What follows belongs to an exercise in optimizing a design on an open flow for small area and a short achievable clock period; a production flow would make more cautious choices.
RTL that was checked went through simulation tests only; none was proved equivalent to the original.
Power figures rest on the tool's default switching activity, not on a simulated workload.

==> 02-10: inputs <==
// mul_issue_ctrl
module mul_issue_ctrl
#(
   parameter int MUL_LAT = m_extension::MUL_LAT_DEFAULT
) (
   input  logic        clk,
   input  logic        rst,
   input  logic        req_valid,
   output logic        req_ready,
   input  logic [31:0] req_rs1,
   input  logic [31:0] req_rs2,
   input  m_extension::m_funct3     req_funct3,
   input  logic        flush,
   output logic        resp_valid,
   output logic [31:0] resp_data,
   input  logic        resp_ready,
   output logic [15:0] hit_count
);
==> flow/config.mk <==
export PLATFORM = sky130hd
export DESIGN_NAME = mul_issue_ctrl
export DESIGN_NICKNAME = mul_issue_ctrl
export VERILOG_FILES = /design/flow/design.v
export SDC_FILE = /design/flow/constraint.sdc
export NUM_CORES = 4
export LEC_CHECK = 0
export CAP_MARGIN = 20
export CORE_MARGIN = 2
export CORE_UTILIZATION = 40
export SLEW_MARGIN = 20
export TNS_END_PERCENT = 10
==> flow/constraint.sdc <==
create_clock -name core_clock -period 10.0 [get_ports {clk}]
set_input_delay 2.0000 -clock core_clock [delete_from_list [all_inputs] [get_ports {clk}]]
set_output_delay 2.0000 -clock core_clock [all_outputs]
set_load 0.01 [all_outputs]
standard.sh (not shown) runs the stock make flow with config.mk's settings and CLKGATE_MAP_FILE= SYNTH_SCRIPT=/design/flow/synth_recipe.tcl, a recipe that flattens the netlist after the stock synthesis.
==> flow/flow/run.sh <==
#!/bin/bash
# Own flow: the standard layout (standard.sh: the standard synthesis, then
# ORFS floorplan, placement, CTS and routing) with plain buf_1 port buffers in
# place of clkdlybuf4s50_1, larger clock-sink clusters without dummy loads,
# and a tighter setup repair target. Every tool's own log is under orfs/logs/;
# make's output goes to standard.log.
set -euo pipefail
bash standard.sh \
  "BUFFER_PORTS_ARGS=-buffer_cell sky130_fd_sc_hd__buf_1" \
  "CTS_ARGS=-sink_clustering_enable -repair_clock_nets -sink_clustering_size 20 -sink_clustering_max_diameter 100 -dont_use_dummy_load" \
  "SETUP_SLACK_MARGIN=5.45" \
  finish > standard.log 2>&1
==> 06-23 (differences from 02-10) <==
--- a/flow/design.v
+++ b/flow/design.v
@@ -14,23 +14,23 @@
 endpackage
 module mul_step (
    input  logic [32:0] a_x,
    input  logic [3:0]  b_neg,
    input  logic [3:0]  b_one,
    input  logic [3:0]  b_two,
-   input  logic [31:0] acc,
+   input  logic [32:0] acc,
    input  logic [3:0]  cy,
-   output logic [39:0] t,
+   output logic [40:0] t,
    output logic [4:0]  co
 );
    logic [33:0] row0;
    logic [33:0] row1;
    logic [33:0] row2;
    logic [33:0] row3;
-   logic [39:0] x;
-   logic [39:0] y;
+   logic [40:0] x;
+   logic [40:0] y;
    logic s1;
    logic c2;
    logic s3;
    logic c4;
    logic s5;
    logic c6;
@@ -407,20 +407,20 @@
    assign s99 = row2[25] ^ row3[23];
    assign c100 = row2[25] & row3[23];
    assign s101 = acc[30] ^ row0[30] ^ row1[28];
    assign c102 = (acc[30] & row0[30]) | (acc[30] & row1[28]) | (row0[30] & row1[28]);
    assign s103 = row2[26] ^ row3[24];
    assign c104 = row2[26] & row3[24];
-   assign s105 = ~acc[31] ^ row0[31] ^ row1[29];
-   assign c106 = (~acc[31] & row0[31]) | (~acc[31] & row1[29]) | (row0[31] & row1[29]);
-   assign s107 = row2[27] ^ row3[25] ^ 1'b1;
-   assign c108 = (row2[27] & row3[25]) | (row2[27] & 1'b1) | (row3[25] & 1'b1);
-   assign s109 = row0[32] ^ row1[30] ^ row2[28];
-   assign c110 = (row0[32] & row1[30]) | (row0[32] & row2[28]) | (row1[30] & row2[28]);
-   assign s111 = row3[26] ^ 1'b1;
-   assign c112 = row3[26] & 1'b1;
+   assign s105 = acc[31] ^ row0[31] ^ row1[29];
+   assign c106 = (acc[31] & row0[31]) | (acc[31] & row1[29]) | (row0[31] & row1[29]);
+   assign s107 = row2[27] ^ row3[25];
+   assign c108 = row2[27] & row3[25];
+   assign s109 = ~acc[32] ^ row0[32] ^ row1[30];
+   assign c110 = (~acc[32] & row0[32]) | (~acc[32] & row1[30]) | (row0[32] & row1[30]);
+   assign s111 = row2[28] ^ row3[26] ^ 1'b1;
+   assign c112 = (row2[28] & row3[26]) | (row2[28] & 1'b1) | (row3[26] & 1'b1);
    assign s113 = row0[33] ^ row1[31] ^ row2[29];
    assign c114 = (row0[33] & row1[31]) | (row0[33] & row2[29]) | (row1[31] & row2[29]);
    assign s115 = row1[32] ^ row2[30];
    assign c116 = row1[32] & row2[30];
    assign s117 = acc[0] ^ cy[0];
    assign c118 = acc[0] & cy[0];
@@ -569,19 +569,19 @@
    assign s261 = s187 ^ 1'b1 ^ c186;
    assign c262 = (s187 & 1'b1) | (s187 & c186) | (1'b1 & c186);
    assign s263 = row2[33] ^ row3[31] ^ c188;
    assign c264 = (row2[33] & row3[31]) | (row2[33] & c188) | (row3[31] & c188);
    assign s265 = row3[32] ^ 1'b1;
    assign c266 = row3[32] & 1'b1;
-   assign x = {row3[33], s265, s263, s261, s259, s257, s255, s253, s251, s249, s247, s245, s243, s241, s239, s237, s235, s233, s231, s229, s227, s225, s223, s221, s219, s217, s215, s213, s211, s209, s207, s205, s203, s201, s199, s197, s195, s193, s191, s189};
-   assign y = {c266, c264, c262, c260, c258, c256, c254, c252, c250, c248, c246, c244, c242, c240, c238, c236, c234, c232, c230, c228, c226, c224, c222, c220, c218, c216, c214, c212, c210, c208, c206, c204, c202, c200, c198, c196, c194, c192, c190, b_neg[0]};
+   assign x = {1'b1, row3[33], s265, s263, s261, s259, s257, s255, s253, s251, s249, s247, s245, s243, s241, s239, s237, s235, s233, s231, s229, s227, s225, s223, s221, s219, s217, s215, s213, s211, s209, s207, s205, s203, s201, s199, s197, s195, s193, s191, s189};
+   assign y = {1'b0, c266, c264, c262, c260, c258, c256, c254, c252, c250, c248, c246, c244, c242, c240, c238, c236, c234, c232, c230, c228, c226, c224, c222, c220, c218, c216, c214, c212, c210, c208, c206, c204, c202, c200, c198, c196, c194, c192, c190, b_neg[0]};
    assign {co[0], t[7:0]} = {1'b0, x[7:0]} + {1'b0, y[7:0]};
    assign {co[1], t[15:8]} = {1'b0, x[15:8]} + {1'b0, y[15:8]};
    assign {co[2], t[23:16]} = {1'b0, x[23:16]} + {1'b0, y[23:16]};
    assign {co[3], t[31:24]} = {1'b0, x[31:24]} + {1'b0, y[31:24]};
-   assign {co[4], t[39:32]} = {1'b0, x[39:32]} + {1'b0, y[39:32]};
+   assign {co[4], t[40:32]} = {1'b0, x[40:32]} + {1'b0, y[40:32]};
 endmodule
 import m_extension::*;
 module mul_issue_ctrl
 #(
    parameter int MUL_LAT = m_extension::MUL_LAT_DEFAULT
 ) (
@@ -604,13 +604,13 @@
    logic        load_r;        
    logic [31:0] op_a_r;
    logic        op_as_r;       
    logic [31:0] op_b_r;
    logic        op_bs_r;       
    logic [2:0]  op_f_r;
-   logic [31:0] acc_r;
+   logic [32:0] acc_r;
    logic [3:0]  cy_r;          
    logic [31:0] last_rs1_r;
    logic [31:0] last_rs2_r;
    logic [2:0]  last_f_r;
    logic [31:0] last_result_r;
    logic [2:0]  last_cy_r;     
@@ -661,13 +661,13 @@
    logic [3:0]         b_two;
    logic [11:0]        booth_r;
    logic [11:0]        booth_next;
    logic [7:0]         chunk_next;
    logic [8:0]         window_next;
    logic               mul_op;
-   logic [39:0]        t_s;
+   logic [40:0]        t_s;
    logic [4:0]         co_s;
    assign a_x        = {op_as_r, op_a_r};
    assign mul_op      = (op_f_r == F3_MUL);
    assign chunk_next  = step_r[3] ? {8{op_bs_r}} : op_b_r[15:8];
    always_comb begin
       if (!mul_op) begin
@@ -698,21 +698,21 @@
       if (load_r) begin
          op_a_r  <= req_rs1;
          op_as_r <= ((req_funct3 == F3_MULH) || (req_funct3 == F3_MULHSU)) & req_rs1[31];
          op_b_r  <= req_rs2;
          op_bs_r <= (req_funct3 == F3_MULH) & req_rs2[31];
          op_f_r  <= req_funct3;
-         acc_r   <= 32'd0;
+         acc_r   <= 33'd0;
          cy_r    <= 4'd0;
       end else begin
          op_b_r  <= {op_b_r[7:0], op_b_r[31:8]};
          if (mul_op) begin
-            acc_r <= {t_s[23:0], 8'd0};
+            acc_r <= {t_s[24:0], 8'd0};
             cy_r  <= {co_s[1:0], 2'd0};
          end else begin
-            acc_r <= t_s[39:8];
+            acc_r <= t_s[40:8];
             cy_r  <= co_s[3:0];
          end
       end
    end
    always_ff @(posedge clk) begin
       if (complete_s) begin
==> flow/flow/run.sh (replaced) <==
#!/bin/bash
# Own flow: the standard layout (standard.sh: the standard synthesis, then
# ORFS floorplan, placement, CTS and routing) with plain buf_1 port buffers in
# place of clkdlybuf4s50_1, larger clock-sink clusters without dummy loads,
# and a tighter setup repair target. Every tool's own log is under orfs/logs/;
# make's output goes to standard.log.
set -euo pipefail
bash standard.sh \
  "BUFFER_PORTS_ARGS=-buffer_cell sky130_fd_sc_hd__buf_1" \
  "CTS_ARGS=-sink_clustering_enable -repair_clock_nets -sink_clustering_size 28 -sink_clustering_max_diameter 120 -dont_use_dummy_load" \
  "SETUP_SLACK_MARGIN=5.45" \
  finish > standard.log 2>&1
==> 11-26 (differences from 02-10) <==
--- a/flow/design.v
+++ b/flow/design.v
@@ -14,23 +14,23 @@
 endpackage
 module mul_step (
    input  logic [32:0] a_x,
    input  logic [3:0]  b_neg,
    input  logic [3:0]  b_one,
    input  logic [3:0]  b_two,
-   input  logic [31:0] acc,
+   input  logic [32:0] acc,
    input  logic [3:0]  cy,
-   output logic [39:0] t,
+   output logic [40:0] t,
    output logic [4:0]  co
 );
    logic [33:0] row0;
    logic [33:0] row1;
    logic [33:0] row2;
    logic [33:0] row3;
-   logic [39:0] x;
-   logic [39:0] y;
+   logic [40:0] x;
+   logic [40:0] y;
    logic s1;
    logic c2;
    logic s3;
    logic c4;
    logic s5;
    logic c6;
@@ -407,20 +407,20 @@
    assign s99 = row2[25] ^ row3[23];
    assign c100 = row2[25] & row3[23];
    assign s101 = acc[30] ^ row0[30] ^ row1[28];
    assign c102 = (acc[30] & row0[30]) | (acc[30] & row1[28]) | (row0[30] & row1[28]);
    assign s103 = row2[26] ^ row3[24];
    assign c104 = row2[26] & row3[24];
-   assign s105 = ~acc[31] ^ row0[31] ^ row1[29];
-   assign c106 = (~acc[31] & row0[31]) | (~acc[31] & row1[29]) | (row0[31] & row1[29]);
-   assign s107 = row2[27] ^ row3[25] ^ 1'b1;
-   assign c108 = (row2[27] & row3[25]) | (row2[27] & 1'b1) | (row3[25] & 1'b1);
-   assign s109 = row0[32] ^ row1[30] ^ row2[28];
-   assign c110 = (row0[32] & row1[30]) | (row0[32] & row2[28]) | (row1[30] & row2[28]);
-   assign s111 = row3[26] ^ 1'b1;
-   assign c112 = row3[26] & 1'b1;
+   assign s105 = acc[31] ^ row0[31] ^ row1[29];
+   assign c106 = (acc[31] & row0[31]) | (acc[31] & row1[29]) | (row0[31] & row1[29]);
+   assign s107 = row2[27] ^ row3[25];
+   assign c108 = row2[27] & row3[25];
+   assign s109 = ~acc[32] ^ row0[32] ^ row1[30];
+   assign c110 = (~acc[32] & row0[32]) | (~acc[32] & row1[30]) | (row0[32] & row1[30]);
+   assign s111 = row2[28] ^ row3[26] ^ 1'b1;
+   assign c112 = (row2[28] & row3[26]) | (row2[28] & 1'b1) | (row3[26] & 1'b1);
    assign s113 = row0[33] ^ row1[31] ^ row2[29];
    assign c114 = (row0[33] & row1[31]) | (row0[33] & row2[29]) | (row1[31] & row2[29]);
    assign s115 = row1[32] ^ row2[30];
    assign c116 = row1[32] & row2[30];
    assign s117 = acc[0] ^ cy[0];
    assign c118 = acc[0] & cy[0];
@@ -569,19 +569,19 @@
    assign s261 = s187 ^ 1'b1 ^ c186;
    assign c262 = (s187 & 1'b1) | (s187 & c186) | (1'b1 & c186);
    assign s263 = row2[33] ^ row3[31] ^ c188;
    assign c264 = (row2[33] & row3[31]) | (row2[33] & c188) | (row3[31] & c188);
    assign s265 = row3[32] ^ 1'b1;
    assign c266 = row3[32] & 1'b1;
-   assign x = {row3[33], s265, s263, s261, s259, s257, s255, s253, s251, s249, s247, s245, s243, s241, s239, s237, s235, s233, s231, s229, s227, s225, s223, s221, s219, s217, s215, s213, s211, s209, s207, s205, s203, s201, s199, s197, s195, s193, s191, s189};
-   assign y = {c266, c264, c262, c260, c258, c256, c254, c252, c250, c248, c246, c244, c242, c240, c238, c236, c234, c232, c230, c228, c226, c224, c222, c220, c218, c216, c214, c212, c210, c208, c206, c204, c202, c200, c198, c196, c194, c192, c190, b_neg[0]};
+   assign x = {1'b1, row3[33], s265, s263, s261, s259, s257, s255, s253, s251, s249, s247, s245, s243, s241, s239, s237, s235, s233, s231, s229, s227, s225, s223, s221, s219, s217, s215, s213, s211, s209, s207, s205, s203, s201, s199, s197, s195, s193, s191, s189};
+   assign y = {1'b0, c266, c264, c262, c260, c258, c256, c254, c252, c250, c248, c246, c244, c242, c240, c238, c236, c234, c232, c230, c228, c226, c224, c222, c220, c218, c216, c214, c212, c210, c208, c206, c204, c202, c200, c198, c196, c194, c192, c190, b_neg[0]};
    assign {co[0], t[7:0]} = {1'b0, x[7:0]} + {1'b0, y[7:0]};
    assign {co[1], t[15:8]} = {1'b0, x[15:8]} + {1'b0, y[15:8]};
    assign {co[2], t[23:16]} = {1'b0, x[23:16]} + {1'b0, y[23:16]};
    assign {co[3], t[31:24]} = {1'b0, x[31:24]} + {1'b0, y[31:24]};
-   assign {co[4], t[39:32]} = {1'b0, x[39:32]} + {1'b0, y[39:32]};
+   assign {co[4], t[40:32]} = {1'b0, x[40:32]} + {1'b0, y[40:32]};
 endmodule
 import m_extension::*;
 module mul_issue_ctrl
 #(
    parameter int MUL_LAT = m_extension::MUL_LAT_DEFAULT
 ) (
@@ -604,13 +604,13 @@
    logic        load_r;        
    logic [31:0] op_a_r;
    logic        op_as_r;       
    logic [31:0] op_b_r;
    logic        op_bs_r;       
    logic [2:0]  op_f_r;
-   logic [31:0] acc_r;
+   logic [32:0] acc_r;
    logic [3:0]  cy_r;          
    logic [31:0] last_rs1_r;
    logic [31:0] last_rs2_r;
    logic [2:0]  last_f_r;
    logic [31:0] last_result_r;
    logic [2:0]  last_cy_r;     
@@ -661,13 +661,13 @@
    logic [3:0]         b_two;
    logic [11:0]        booth_r;
    logic [11:0]        booth_next;
    logic [7:0]         chunk_next;
    logic [8:0]         window_next;
    logic               mul_op;
-   logic [39:0]        t_s;
+   logic [40:0]        t_s;
    logic [4:0]         co_s;
    assign a_x        = {op_as_r, op_a_r};
    assign mul_op      = (op_f_r == F3_MUL);
    assign chunk_next  = step_r[3] ? {8{op_bs_r}} : op_b_r[15:8];
    always_comb begin
       if (!mul_op) begin
@@ -698,21 +698,21 @@
       if (load_r) begin
          op_a_r  <= req_rs1;
          op_as_r <= ((req_funct3 == F3_MULH) || (req_funct3 == F3_MULHSU)) & req_rs1[31];
          op_b_r  <= req_rs2;
          op_bs_r <= (req_funct3 == F3_MULH) & req_rs2[31];
          op_f_r  <= req_funct3;
-         acc_r   <= 32'd0;
+         acc_r   <= 33'd0;
          cy_r    <= 4'd0;
       end else begin
          op_b_r  <= {op_b_r[7:0], op_b_r[31:8]};
          if (mul_op) begin
-            acc_r <= {t_s[23:0], 8'd0};
+            acc_r <= {t_s[24:0], 8'd0};
             cy_r  <= {co_s[1:0], 2'd0};
          end else begin
-            acc_r <= t_s[39:8];
+            acc_r <= t_s[40:8];
             cy_r  <= co_s[3:0];
          end
       end
    end
    always_ff @(posedge clk) begin
       if (complete_s) begin
--- a/flow/flow/run.sh
+++ b/flow/flow/run.sh
@@ -5,8 +5,8 @@
 # and a tighter setup repair target. Every tool's own log is under orfs/logs/;
 # make's output goes to standard.log.
 set -euo pipefail
 bash standard.sh \
   "BUFFER_PORTS_ARGS=-buffer_cell sky130_fd_sc_hd__buf_1" \
   "CTS_ARGS=-sink_clustering_enable -repair_clock_nets -sink_clustering_size 20 -sink_clustering_max_diameter 100 -dont_use_dummy_load" \
-  "SETUP_SLACK_MARGIN=5.45" \
+  "SETUP_SLACK_MARGIN=5.75" \
   finish > standard.log 2>&1
==> comparison table <==
item	02-10	06-23	11-26
Netlist cell types	68	60	60
Routability congestion estimate from global placement	0.867	0.858	0.858
Worst-skew pair later-pin latency	0.51 ns	0.51 ns	0.53 ns
Die Width	206 um	205 um	205 um
Outcome	complete, no violations	complete, no violations	complete, no violations
Overall Power	0.00675 W	0.00654 W	0.00724 W
Multi-input gate area	0.00921 mm^2	0.00897 mm^2	0.00937 mm^2
Routed wire length	45.2 mm	42.9 mm	46.7 mm
R2R cell count	15	16	18
Sink of the worst hold path	last_rs2_r[19]	last_rs2_r[20]	last_rs2_r[5]
Average routed wire per standard cell	21.0 um	20.3 um	21.5 um
Routed via count divided by cell count	5.42	5.40	5.50
Fill count	3,817	3,882	3,737
Worst supply voltage drop on vdd	0.280 mV	0.214 mV	0.240 mV
Antenna diode count	1	2	0
Cell at the slowest stage of the critical path	buf_1	edfxtp_1	a21oi_4
Function not checked in 02-10: the RTL went through the layout flow alone.

separate check: timing with driven ports:
How much do the figures lean on ideal ports? The routed layouts below were timed once more, with nothing changed but the port constraints. Step 1 assumes that a clkbuf_16 drives the clock port and a buf_2 every other input. Step 2 also shifts input and output timing later by t, the mid clock arrival at the registers, as if the neighbouring blocks saw the same clock. Slacks: ideal ports / drivers / drivers and shift; pairs: ideal ports / drivers.
run	t (ns)	slack for setup (ns)	worst data-port slew with drivers (ns)	cell pins on the clock port's net
02-10	0.533	5.491 / 5.467 / 5.459	0.08	1
06-23	0.526	5.490 / 5.465 / 5.063	0.08	1
11-26	0.544	5.562 / 5.530 / 5.110	0.08	1
After both steps setup and hold are still met in every run listed. The setup slack of 11-26, which loses most, moves by -0.032 ns with the drivers and by -0.452 ns with both steps.
